This design comes from an exercise in tuning for small area and a short achievable clock period on the open sky130 flow, not from production work.
Only simulation tests tie the RTL to the original design; equivalence was not proved.
Power and IR drop assume default switching activity.

old:
## ram_2port_bist
module ram_2port_bist #(
    parameter int DATA_W = 8,
    parameter int ADDR_W = 8,
    parameter int RD_LAT = 1
) (
    input  logic              clk,
    input  logic              rst_n,
    input  logic              start,
    input  logic [1:0]        mode,
    input  logic              err_inj,
    output logic              busy,
    output logic              done,
    output logic              pass,
    output logic [ADDR_W:0]   err_cnt,
    output logic [ADDR_W-1:0] first_err_addr,
    input  logic              wr_en,
    input  logic [ADDR_W-1:0] wr_addr,
    input  logic [DATA_W-1:0] wr_data,
    input  logic [ADDR_W-1:0] rd_addr,
    output logic [DATA_W-1:0] rd_data
);
export LEC_CHECK = 0
export CAP_MARGIN = 20
export CORE_MARGIN = 2
export CORE_UTILIZATION = 40
export CTS_BUF_LIST = sky130_fd_sc_hd__clkbuf_8
export CTS_CLUSTER_DIAMETER = 50
export CTS_CLUSTER_SIZE = 12
export SETUP_SLACK_MARGIN = 3.6
export SLEW_MARGIN = 20
export SYNTH_HIERARCHICAL = 1
export SYNTH_MINIMUM_KEEP_SIZE = 0
create_clock -name core_clock -period 6.5 [get_ports {clk}]
standard.sh (not shown) runs the stock make flow with config.mk's settings and CLKGATE_MAP_FILE= SYNTH_SCRIPT=/design/flow/synth_recipe.tcl, a recipe that flattens the netlist after the stock synthesis.
==> flow/flow/run.sh <==
#!/bin/bash
# The standard layout, except that the port buffers are made from a plain
# buffer cell (buf_4) rather than the cell buffer_ports picks on its own,
# and clock tree synthesis adds no dummy loads. make's full output goes to
# flow.log here; each ORFS step also keeps its own log under orfs/logs/.
set -euo pipefail
export BUFFER_PORTS_ARGS="-buffer_cell sky130_fd_sc_hd__buf_4"
export CTS_ARGS="-sink_clustering_enable -repair_clock_nets -sink_clustering_size 12 -sink_clustering_max_diameter 50 -buf_list sky130_fd_sc_hd__clkbuf_8 -dont_use_dummy_load"
bash standard.sh finish > flow.log 2>&1
Here is what was changed in the inputs of new compared with old.
--- a/flow/design.v
+++ b/flow/design.v
@@ -161,17 +161,16 @@
         for (int i = 0; i < DEPTH; i++) begin
             if (we[i]) begin
                 mem[i] <= mem_wdata;
             end
         end
     end
     logic [15:0]      hi, lo;
     logic [DEPTH-1:0] rsel_n;
-    logic [7:0]       rword;
     logic [3:0]       rp [4];    
     for (genvar k = 0; k < 4; k++) begin : g_rpre
         ram_2port_bist_nor2  u_0 (.a(rd_addr[2*k+1]), .b(rd_addr[2*k]), .y(rp[k][0]));
         ram_2port_bist_andn  u_1 (.a(rd_addr[2*k+1]), .b(rd_addr[2*k]), .y(rp[k][1]));
         ram_2port_bist_andn  u_2 (.a(rd_addr[2*k]), .b(rd_addr[2*k+1]), .y(rp[k][2]));
         ram_2port_bist_and2  u_3 (.a(rd_addr[2*k+1]), .b(rd_addr[2*k]), .y(rp[k][3]));
     end
     for (genvar i = 0; i < 16; i++) begin : g_rdec
@@ -179,29 +178,34 @@
         ram_2port_bist_nand3 u_hp (.a(idle_q), .b(rp[3][i/4]), .c(rp[2][i%4]), .y(hi_p_n));
         ram_2port_bist_nand3 u_lp (.a(idle_q), .b(rp[1][i/4]), .c(rp[0][i%4]), .y(lo_p_n));
         ram_2port_bist_nand2 u_h  (.a(hi_p_n), .b(bhi_n[i]), .y(hi[i]));
         ram_2port_bist_nand2 u_l  (.a(lo_p_n), .b(blo_n[i]), .y(lo[i]));
     end
     for (genvar w = 0; w < DEPTH; w++) begin : g_rsel
         ram_2port_bist_nand2 u_sel (.a(hi[w/16]), .b(lo[w%16]), .y(rsel_n[w]));
     end
+    logic [1:0] rhalf [8];    
     for (genvar b = 0; b < 8; b++) begin : g_rbit
         logic [DEPTH-1:0] col;
         for (genvar w = 0; w < DEPTH; w++) begin : g_col
             assign col[w] = mem[w][b];
         end
-        ram_2port_bist_sel256 u_sel (.sel_n(rsel_n), .d(col), .y(rword[b]));
+        ram_2port_bist_sel256 u_sel (.sel_n(rsel_n), .d(col), .y(rhalf[b]));
+    end
+    logic       byp;
+    logic [7:0] q_nxt;
+    assign byp = mem_we && (mem_waddr == (idle_q ? rd_addr : addr));
+    for (genvar b = 0; b < 8; b++) begin : g_qnxt
+        logic rword_n;
+        ram_2port_bist_nand2 u_n (.a(rhalf[b][0]), .b(rhalf[b][1]), .y(rword_n));
+        ram_2port_bist_mux2i u_m (.s(byp), .a(!mem_wdata[b]), .b(rword_n), .y(q_nxt[b]));
     end
     always_ff @(posedge clk) begin
-        if (mem_we && (mem_waddr == (idle_q ? rd_addr : addr))) begin
-            q <= mem_wdata;
-        end else begin
-            q <= rword;
-        end
+        q <= q_nxt;
     end
     assign rd_data = q;
     always_ff @(posedge clk or negedge rst_n) begin
         if (!rst_n) begin
             vld_d  <= 1'b0;
             exp_d  <= '0;
             addr_d <= '0;
         end else begin
@@ -232,42 +236,46 @@
                 pass <= (err_cnt == '0) && !mismatch;
             end
         end
     end
 endmodule
 module ram_2port_bist_sel256 (
     input  logic [255:0] sel_n,
     input  logic [255:0] d,
-    output logic         y
+    output logic [1:0]   y
 );
     logic [127:0] l1;     
     logic [63:0]  l2_n;   
     logic [15:0]  l3;     
     logic [7:0]   l4_n;   
-    logic [1:0]   l5;     
+    logic [3:0]   l5;     
+    logic [1:0]   l6_n;   
     for (genvar k = 0; k < 128; k++) begin : g_l1
         ram_2port_bist_o22ai u (
             .a1(sel_n[2*k]),   .a2(d[2*k]),
             .b1(sel_n[2*k+1]), .b2(d[2*k+1]),
             .y(l1[k]));
     end
     for (genvar k = 0; k < 64; k++) begin : g_l2
         ram_2port_bist_nor2 u (.a(l1[2*k]), .b(l1[2*k+1]), .y(l2_n[k]));
     end
     for (genvar k = 0; k < 16; k++) begin : g_l3
         ram_2port_bist_nand4 u (.a(l2_n[4*k]), .b(l2_n[4*k+1]), .c(l2_n[4*k+2]), .d(l2_n[4*k+3]), .y(l3[k]));
     end
     for (genvar k = 0; k < 8; k++) begin : g_l4
         ram_2port_bist_nor2 u (.a(l3[2*k]), .b(l3[2*k+1]), .y(l4_n[k]));
     end
-    for (genvar k = 0; k < 2; k++) begin : g_l5
-        ram_2port_bist_nand4 u (.a(l4_n[4*k]), .b(l4_n[4*k+1]), .c(l4_n[4*k+2]), .d(l4_n[4*k+3]), .y(l5[k]));
+    for (genvar k = 0; k < 4; k++) begin : g_l5
+        ram_2port_bist_nand2 u (.a(l4_n[2*k]), .b(l4_n[2*k+1]), .y(l5[k]));
+    end
+    for (genvar k = 0; k < 2; k++) begin : g_l6
+        ram_2port_bist_nor2 u (.a(l5[2*k]), .b(l5[2*k+1]), .y(l6_n[k]));
     end
-    ram_2port_bist_nor2 u_l6 (.a(l5[0]), .b(l5[1]), .y(y));
+    assign y = l6_n;
 endmodule
 module ram_2port_bist_o22ai (
     input  logic a1, a2, b1, b2,
     output logic y
 );
     assign y = !((a1 || a2) && (b1 || b2));
 endmodule
 module ram_2port_bist_nand2 (
@@ -289,16 +297,22 @@
     assign y = a && b;
 endmodule
 module ram_2port_bist_o21a (
     input  logic a1, a2, b1,
     output logic y
 );
     assign y = (a1 || a2) && b1;
 endmodule
+module ram_2port_bist_mux2i (
+    input  logic s, a, b,
+    output logic y
+);
+    assign y = !(s ? a : b);
+endmodule
 module ram_2port_bist_andn (
     input  logic a, b,
     output logic y
 );
     assign y = !a && b;
 endmodule
 module ram_2port_bist_nand4 (
     input  logic a, b, c, d,
[summary]
Global router's overall resource usage (lower): new
The post-CTS resize count in new was lower than what old gave.
Compared with old, new shows TritonCTS buffer count that has gone up slightly.
Summary — fmax, new relative to old: higher, by 4.0%.
Going from old to new, overall die area held steady; net switching fraction of the power shrank by 0.69 points; cell area decreased about 1.6%.
More vias were needed by old than by new.
Side by side, net count after synthesis turned out higher in new than in old.
Compared new vs old, and fraction of met3 tracks used by global routing is down in new.
Taking old as the reference, in new count of non-filler cells in the finished layout shrank by 43, adder-cell share of the synthesized area essentially unchanged.

==> port drivers added, routing unchanged <==
How much do the figures lean on ideal ports? The routed layouts below were timed once more, with nothing changed but the port constraints.
Step 1 sets driving cells, clkbuf_16 on the clock port and buf_2 on the other inputs (assumed; they add their load-dependent delay and slew).
Step 2 times the ports against the registers' clock, not the clock port: input delays grow and output delays shrink by t, the midpoint of the rising clock arrivals with the driver on.
a / b / c = ideal ports / drivers / drivers and shift; a / b = the first two.
| run | shift t [ns] | setup slack, ns | hold WS [ns] | worst data-port slew with drivers (ns) |
|---|---|---|---|---|
| old | 1.050 | 3.344 / 3.386 / 2.353 | 0.468 / 0.411 / 0.493 | 0.06 |
| new | 1.005 | 3.465 / 3.458 / 2.453 | 0.291 / 0.234 / 0.508 | 0.12 |
After both steps every run listed still meets setup and hold. The setup slack of new, which loses most, moves by -0.007 ns with the drivers and by -1.012 ns with both steps.
